This is an optimization exercise on Yosys and OpenROAD, whose aim is small area, a short achievable clock period and few clock cycles per item, not a production implementation. Function was checked by simulation only, so behaviour that the tests miss may differ from the original.

## ember
==> flow/design.v <==
package iidl_pkg;
   localparam int CAPACITY_DEF = 64;
   localparam int DATA_W       = 32;
   localparam int OPCODE_W     = 3;
   localparam int POS_W        = 7;
   localparam int STATUS_W     = 2;
   localparam int LEN_W        = 7;
   localparam int READ_GROUP   = 8;
   localparam logic [OPCODE_W-1:0] OP_READ   = 3'd0;
   localparam logic [OPCODE_W-1:0] OP_FRONT  = 3'd1;
   localparam logic [OPCODE_W-1:0] OP_APPEND = 3'd2;
   localparam logic [OPCODE_W-1:0] OP_INSERT = 3'd3;
   localparam logic [OPCODE_W-1:0] OP_DELETE = 3'd4;
   localparam logic [STATUS_W-1:0] ST_DONE  = 2'd0;
   localparam logic [STATUS_W-1:0] ST_RANGE = 2'd1;
   localparam logic [STATUS_W-1:0] ST_FULL  = 2'd2;
   typedef struct packed {
      logic ins;
      logic del;
   } shift_ctl_type;
endpackage
import iidl_pkg::*;
module iidl_cell (
   input  logic                         clock,
   input  logic                         sel_left,
   input  logic                         sel_ins,
   input  logic                         sel_right,
   input  logic                         sel_hold,
   input  logic [iidl_pkg::DATA_W-1:0]  ins_value,
   input  logic [iidl_pkg::DATA_W-1:0]  left_value,
   input  logic [iidl_pkg::DATA_W-1:0]  right_value,
   output logic [iidl_pkg::DATA_W-1:0]  value
);
   logic [DATA_W-1:0] value_ff;
   always_ff @(posedge clock) begin
      value_ff <= ({DATA_W{sel_left}}  & left_value)
                | ({DATA_W{sel_ins}}   & ins_value)
                | ({DATA_W{sel_right}} & right_value)
                | ({DATA_W{sel_hold}}  & value_ff);
   end
   assign value = value_ff;
endmodule
import iidl_pkg::*;
module iidl_read_tree #(
   parameter int CAPACITY   = iidl_pkg::CAPACITY_DEF,
   parameter int NUM_GROUPS = (CAPACITY + 15) / 16
) (
   input  logic [CAPACITY-1:0]                         sel,
   input  logic [CAPACITY-1:0][iidl_pkg::DATA_W-1:0]   values,
   output logic [NUM_GROUPS-1:0][iidl_pkg::DATA_W-1:0] result
);
   localparam int GROUP = (CAPACITY + NUM_GROUPS - 1) / NUM_GROUPS;
   always_comb begin
      for (int g = 0; g < NUM_GROUPS; g++) begin
         result[g] = '0;
         for (int k = 0; k < GROUP; k++) begin
            if (g * GROUP + k < CAPACITY) begin
               result[g] = result[g] | ({DATA_W{sel[g * GROUP + k]}} & values[g * GROUP + k]);
            end
         end
      end
   end
endmodule
import iidl_pkg::*;
module indexed_insert_delete_list #(
   parameter int CAPACITY = iidl_pkg::CAPACITY_DEF
) (
   input  logic                           clock,
   input  logic                           reset,
   input  logic                           req_valid,
   output logic                           req_ready,
   input  logic [iidl_pkg::OPCODE_W-1:0]  req_opcode,
   input  logic [iidl_pkg::POS_W-1:0]     req_position,
   input  logic [iidl_pkg::DATA_W-1:0]    req_value,
   output logic                           rsp_valid,
   input  logic                           rsp_ready,
   output logic [iidl_pkg::DATA_W-1:0]    rsp_read_value,
   output logic [iidl_pkg::STATUS_W-1:0]  rsp_status,
   output logic [iidl_pkg::LEN_W-1:0]     rsp_length
);
   localparam int CNT_W  = $clog2(CAPACITY + 1);
   localparam int CMP_W  = (CNT_W > POS_W) ? CNT_W : POS_W;
   localparam int RSP_W  = DATA_W + STATUS_W + LEN_W;
   localparam int GROUPS = (CAPACITY + 15) / 16;
   logic                s0_valid_ff;
   logic [OPCODE_W-1:0] s0_op_ff;
   logic [DATA_W-1:0]   s0_value_ff;
   logic [CAPACITY:1]   s0_lt_ff;        
   logic [CAPACITY-1:0] s0_eq_ff;        
   logic                s0_lt_n_ff;      
   logic                s0_le_n_ff;      
   logic [CNT_W-1:0]    count_next;
   logic [CMP_W-1:0]    eff_pos;         
   logic                ready_ff;         
   logic                f_insert_ff, f_delete_ff, f_modify_ff;
   logic                apply_next, full_next;
   logic [OPCODE_W-1:0] op_next;
   logic                s2_valid_ff;
   logic [GROUPS-1:0][DATA_W-1:0] s2_group_ff, group_in;
   logic                s2_hit_ff, s2_ones_ff;
   logic [STATUS_W-1:0] s2_status_ff;
   logic [LEN_W-1:0]    s2_len_ff;
   logic [CNT_W-1:0]    count_ff, count_in;
   logic                out_valid_ff, skid_valid_ff;
   logic [RSP_W-1:0]    out_ff, skid_ff, rsp_in;
   logic                s0_load, adv, go, out_free, next_s0_valid, next_skid_valid;
   logic [CMP_W-1:0]    count_ext;
   logic                is_read, is_front, is_append, is_insert, is_delete;
   logic                full, pos_lt_n, pos_le_n, ins_ok, del_ok;
   logic [STATUS_W-1:0] status_in;
   logic [DATA_W-1:0]   read_value, rd_value;
   logic [CAPACITY-1:0] pos_eq, pos_lt;
   logic [CAPACITY-1:0] sel_left, sel_ins, sel_right, sel_hold;
   logic [CAPACITY-1:0][DATA_W-1:0] cell_values;
   assign adv       = !skid_valid_ff;
   assign go        = s0_valid_ff && adv;
   assign out_free  = !out_valid_ff || rsp_ready;
   assign req_ready = ready_ff;
   assign s0_load   = !(s0_valid_ff && skid_valid_ff);
   always_ff @(posedge clock) begin
      if (s0_load) begin
         s0_op_ff    <= req_opcode;
         s0_value_ff <= req_value;
         for (int i = 1; i <= CAPACITY; i++) begin
            s0_lt_ff[i] <= (eff_pos < CMP_W'(i));
         end
         for (int i = 0; i < CAPACITY; i++) begin
            s0_eq_ff[i] <= (eff_pos == CMP_W'(i));
         end
         s0_lt_n_ff <= (eff_pos < CMP_W'(count_next));
         s0_le_n_ff <= (eff_pos <= CMP_W'(count_next));
      end
   end
   assign count_ext = CMP_W'(count_ff);
   assign is_read   = (s0_op_ff == OP_READ);
   assign is_front  = (s0_op_ff == OP_FRONT);
   assign is_append = (s0_op_ff == OP_APPEND);
   assign is_insert = (s0_op_ff == OP_INSERT);
   assign is_delete = (s0_op_ff == OP_DELETE);
   assign full      = (count_ext >= CMP_W'(CAPACITY));
   assign pos_lt_n  = s0_lt_n_ff;
   assign pos_le_n  = s0_le_n_ff;
   assign ins_ok = (is_front || is_append || (is_insert && pos_le_n)) && !full;
   assign del_ok = is_delete && pos_lt_n;
   always_comb begin
      status_in = ST_DONE;
      if ((is_read || is_delete) && !pos_lt_n) begin
         status_in = ST_RANGE;
      end else if (is_insert && !pos_le_n) begin
         status_in = ST_RANGE;
      end else if ((is_front || is_append || is_insert) && full) begin
         status_in = ST_FULL;
      end
   end
   always_comb begin
      count_in = count_ff;
      if (ins_ok) begin
         count_in = count_ff + CNT_W'(1);
      end else if (del_ok) begin
         count_in = count_ff - CNT_W'(1);
      end
   end
   for (genvar i = 0; i < CAPACITY; i++) begin : g_dec
      if (i == 0) begin : g_lt0
         assign pos_lt[i] = 1'b0;
      end else begin : g_lti
         assign pos_lt[i] = s0_lt_ff[i];
      end
      assign pos_eq[i]    = s0_eq_ff[i];
      assign sel_ins[i]   = f_insert_ff && pos_eq[i];
      assign sel_left[i]  = f_insert_ff && pos_lt[i];
      assign sel_right[i] = f_delete_ff && s0_lt_ff[i+1] && (i != CAPACITY - 1);
      if (i == CAPACITY - 1) begin : g_hold_last
         assign sel_hold[i] = !(f_insert_ff && s0_lt_ff[i+1]);
      end else begin : g_hold
         assign sel_hold[i] = !(f_modify_ff && s0_lt_ff[i+1]);
      end
   end
   for (genvar i = 0; i < CAPACITY; i++) begin : g_cell
      logic [DATA_W-1:0] left_value, right_value;
      if (i == 0) begin : g_first
         assign left_value = '0;
      end else begin : g_left
         assign left_value = cell_values[i-1];
      end
      if (i == CAPACITY - 1) begin : g_last
         assign right_value = '0;
      end else begin : g_right
         assign right_value = cell_values[i+1];
      end
      iidl_cell u_cell (
         .clock       (clock),
         .sel_left    (sel_left[i]),
         .sel_ins     (sel_ins[i]),
         .sel_right   (sel_right[i]),
         .sel_hold    (sel_hold[i]),
         .ins_value   (s0_value_ff),
         .left_value  (left_value),
         .right_value (right_value),
         .value       (cell_values[i])
      );
   end
   iidl_read_tree #(
      .CAPACITY   (CAPACITY),
      .NUM_GROUPS (GROUPS)
   ) u_read_tree (
      .sel    (pos_eq & {CAPACITY{adv}}),
      .values (cell_values),
      .result (group_in)
   );
   always_ff @(posedge clock) begin
      for (int g = 0; g < GROUPS; g++) begin
         s2_group_ff[g] <= group_in[g] | (s2_group_ff[g] & {DATA_W{!adv}});
      end
   end
   always_ff @(posedge clock) begin
      if (adv) begin
         s2_hit_ff    <= is_read && pos_lt_n;
         s2_ones_ff   <= is_read && !pos_lt_n;
         s2_status_ff <= status_in;
         s2_len_ff    <= LEN_W'(count_in);
      end
   end
   always_comb begin
      read_value = '0;
      for (int g = 0; g < GROUPS; g++) begin
         read_value = read_value | s2_group_ff[g];
      end
      rd_value = ({DATA_W{s2_hit_ff}} & read_value) | {DATA_W{s2_ones_ff}};
   end
   assign rsp_in = {rd_value, s2_status_ff, s2_len_ff};
   assign next_s0_valid   = s0_load ? req_valid : s0_valid_ff;
   assign next_skid_valid = !out_free && (skid_valid_ff || s2_valid_ff);
   assign apply_next      = next_s0_valid && !next_skid_valid;
   assign op_next         = s0_load ? req_opcode : s0_op_ff;
   assign count_next      = go ? count_in : count_ff;
   assign eff_pos         = (req_opcode == OP_APPEND) ? CMP_W'(count_next)
                          : (req_opcode == OP_FRONT)  ? '0 : CMP_W'(req_position);
   assign full_next       = (count_next >= CNT_W'(CAPACITY));
   always_ff @(posedge clock) begin
      if (reset) begin
         ready_ff      <= 1'b1;
         f_insert_ff   <= 1'b0;
         f_modify_ff   <= 1'b0;
         f_delete_ff   <= 1'b0;
         s0_valid_ff   <= 1'b0;
         s2_valid_ff   <= 1'b0;
         count_ff      <= '0;
         out_valid_ff  <= 1'b0;
         skid_valid_ff <= 1'b0;
      end else begin
         ready_ff    <= !next_s0_valid || !next_skid_valid;
         f_insert_ff <= apply_next && !full_next
                        && (op_next == OP_INSERT || op_next == OP_APPEND || op_next == OP_FRONT);
         f_delete_ff <= apply_next && (op_next == OP_DELETE);
         f_modify_ff <= apply_next && ((!full_next && (op_next == OP_INSERT || op_next == OP_APPEND
                                                       || op_next == OP_FRONT))
                                       || op_next == OP_DELETE);
         s0_valid_ff <= next_s0_valid;
         if (go) begin
            count_ff <= count_in;
         end
         if (adv) begin
            s2_valid_ff <= s0_valid_ff;
         end
         if (out_free) begin
            out_valid_ff <= skid_valid_ff || s2_valid_ff;
         end
         skid_valid_ff <= next_skid_valid;
      end
   end
   always_ff @(posedge clock) begin
      if (out_free) begin
         out_ff <= skid_valid_ff ? skid_ff : rsp_in;
      end else if (adv) begin
         skid_ff <= rsp_in;
      end
   end
   assign rsp_valid      = out_valid_ff;
   assign rsp_read_value = out_ff[RSP_W-1 -: DATA_W];
   assign rsp_status     = out_ff[LEN_W +: STATUS_W];
   assign rsp_length     = out_ff[LEN_W-1:0];
endmodule
==> flow/config.mk <==
export PLATFORM = sky130hd
export DESIGN_NAME = indexed_insert_delete_list
export DESIGN_NICKNAME = indexed_insert_delete_list
export VERILOG_FILES = /design/flow/design.v
export SDC_FILE = /design/flow/constraint.sdc
export NUM_CORES = 4
export LEC_CHECK = 0
export CAP_MARGIN = 25
export CELL_PAD_IN_SITES_DETAIL_PLACEMENT = 1
export CELL_PAD_IN_SITES_GLOBAL_PLACEMENT = 2
export CORE_MARGIN = 2
export CORE_UTILIZATION = 28
export CTS_CLUSTER_DIAMETER = 85
export CTS_CLUSTER_SIZE = 30
export PLACE_DENSITY = 0.4
export SETUP_SLACK_MARGIN = 2.6
export SLEW_MARGIN = 20
export TNS_END_PERCENT = 20
==> flow/constraint.sdc <==
create_clock -name core_clock -period 5.0 [get_ports {clock}]
set_input_delay 1.0000 -clock core_clock [delete_from_list [all_inputs] [get_ports {clock}]]
set_output_delay 1.0000 -clock core_clock [all_outputs]
set_load 0.01 [all_outputs]
standard.sh (not shown) runs the stock make flow with config.mk's settings and CLKGATE_MAP_FILE= SYNTH_SCRIPT=/design/flow/synth_recipe.tcl, a recipe that flattens the netlist after the stock synthesis.
==> flow/flow/run.sh <==
#!/bin/bash
# The standard layout, with the port buffers made of buf_4 cells instead of the
# default choice (a delay buffer) so that the output ports are driven quickly.
set -euo pipefail
export BUFFER_PORTS_ARGS="-buffer_cell sky130_fd_sc_hd__buf_4"
bash standard.sh > standard_flow.log 2>&1
Testbench counts of ember, summed over its fixed seeds: cycles 4,824, items 4,800.
diff inputs: ember => yarrow
diff --git a/flow/design.v b/flow/design.v
--- a/flow/design.v
+++ b/flow/design.v
@@ -24,15 +24,16 @@
    input  logic                         clock,
    input  logic                         sel_left,
    input  logic                         sel_ins,
    input  logic                         sel_right,
-   input  logic                         sel_hold,
    input  logic [iidl_pkg::DATA_W-1:0]  ins_value,
    input  logic [iidl_pkg::DATA_W-1:0]  left_value,
    input  logic [iidl_pkg::DATA_W-1:0]  right_value,
    output logic [iidl_pkg::DATA_W-1:0]  value
 );
    logic [DATA_W-1:0] value_ff;
+   logic              sel_hold;
+   assign sel_hold = !(sel_left || sel_ins || sel_right);
    always_ff @(posedge clock) begin
       value_ff <= ({DATA_W{sel_left}}  & left_value)
                 | ({DATA_W{sel_ins}}   & ins_value)
                 | ({DATA_W{sel_right}} & right_value)
@@ -91,9 +92,9 @@
    logic                s0_le_n_ff;      
    logic [CNT_W-1:0]    count_next;
    logic [CMP_W-1:0]    eff_pos;         
    logic                ready_ff;         
-   logic                f_insert_ff, f_delete_ff, f_modify_ff;
+   logic                f_insert_ff, f_delete_ff;
    logic                apply_next, full_next;
    logic [OPCODE_W-1:0] op_next;
    logic                s2_valid_ff;
    logic [GROUPS-1:0][DATA_W-1:0] s2_group_ff, group_in;
@@ -109,9 +110,9 @@
    logic                full, pos_lt_n, pos_le_n, ins_ok, del_ok;
    logic [STATUS_W-1:0] status_in;
    logic [DATA_W-1:0]   read_value, rd_value;
    logic [CAPACITY-1:0] pos_eq, pos_lt;
-   logic [CAPACITY-1:0] sel_left, sel_ins, sel_right, sel_hold;
+   logic [CAPACITY-1:0] sel_left, sel_ins, sel_right;
    logic [CAPACITY-1:0][DATA_W-1:0] cell_values;
    assign adv       = !skid_valid_ff;
    assign go        = s0_valid_ff && adv;
    assign out_free  = !out_valid_ff || rsp_ready;
@@ -169,13 +170,8 @@
       assign pos_eq[i]    = s0_eq_ff[i];
       assign sel_ins[i]   = f_insert_ff && pos_eq[i];
       assign sel_left[i]  = f_insert_ff && pos_lt[i];
       assign sel_right[i] = f_delete_ff && s0_lt_ff[i+1] && (i != CAPACITY - 1);
-      if (i == CAPACITY - 1) begin : g_hold_last
-         assign sel_hold[i] = !(f_insert_ff && s0_lt_ff[i+1]);
-      end else begin : g_hold
-         assign sel_hold[i] = !(f_modify_ff && s0_lt_ff[i+1]);
-      end
    end
    for (genvar i = 0; i < CAPACITY; i++) begin : g_cell
       logic [DATA_W-1:0] left_value, right_value;
       if (i == 0) begin : g_first
@@ -192,9 +188,8 @@
          .clock       (clock),
          .sel_left    (sel_left[i]),
          .sel_ins     (sel_ins[i]),
          .sel_right   (sel_right[i]),
-         .sel_hold    (sel_hold[i]),
          .ins_value   (s0_value_ff),
          .left_value  (left_value),
          .right_value (right_value),
          .value       (cell_values[i])
@@ -240,9 +235,8 @@
    always_ff @(posedge clock) begin
       if (reset) begin
          ready_ff      <= 1'b1;
          f_insert_ff   <= 1'b0;
-         f_modify_ff   <= 1'b0;
          f_delete_ff   <= 1'b0;
          s0_valid_ff   <= 1'b0;
          s2_valid_ff   <= 1'b0;
          count_ff      <= '0;
@@ -252,11 +246,8 @@
          ready_ff    <= !next_s0_valid || !next_skid_valid;
          f_insert_ff <= apply_next && !full_next
                         && (op_next == OP_INSERT || op_next == OP_APPEND || op_next == OP_FRONT);
          f_delete_ff <= apply_next && (op_next == OP_DELETE);
-         f_modify_ff <= apply_next && ((!full_next && (op_next == OP_INSERT || op_next == OP_APPEND
-                                                       || op_next == OP_FRONT))
-                                       || op_next == OP_DELETE);
          s0_valid_ff <= next_s0_valid;
          if (go) begin
             count_ff <= count_in;
          end
Results
Having completed the whole flow, yarrow delivered a layout that passed the timing, design-rule and antenna checks. [compare] base=ember new=yarrow: per-instance average area after synthesis increased about 19%, total of endpoints with negative setup slack in the final report stayed essentially flat, setup slack increased 44 ps, number of gates on the worst path with buffers counted shrank by 7. Going from ember to yarrow, the final worst hold slack was found to have gone up by 3.1 ps. Fraction of area in non-clock buffers in yarrow is 0.79 points above ember.
Testbench counts of yarrow, summed over its fixed seeds: cycles 4,824, items 4,800.

## afterwards: timing with drivers on the ports
How much do the figures lean on ideal ports? The routed layouts below were timed once more, with nothing changed but the port constraints.
Step 1 (the two cells are an assumption about what drives the block):
set clk [get_ports {clock}]
set_driving_cell -lib_cell sky130_fd_sc_hd__clkbuf_16 $clk
set_driving_cell -lib_cell sky130_fd_sc_hd__buf_2 [delete_from_list [all_inputs] $clk]
Step 2, shift: input delay + t, output delay - t, t = (earliest + latest rising clock arrival at the registers) / 2. This alone moves slack from input paths to output paths.
Slacks: ideal / step 1 / step 2; pairs: ideal / step 1.
run	t, ns	slack for setup (ns)	worst setup path at the end	worst register clock-pin slew, ns
ember	1.074	2.125 / 2.091 / 1.640	input to register	0.11 / 0.11
yarrow	1.076	2.169 / 2.169 / 1.550	input to register	0.12 / 0.12
After both steps every run listed still meets setup and hold. For yarrow, which loses most, drivers alone change the setup slack by 0.000 ns; drivers and shift together by -0.619 ns.
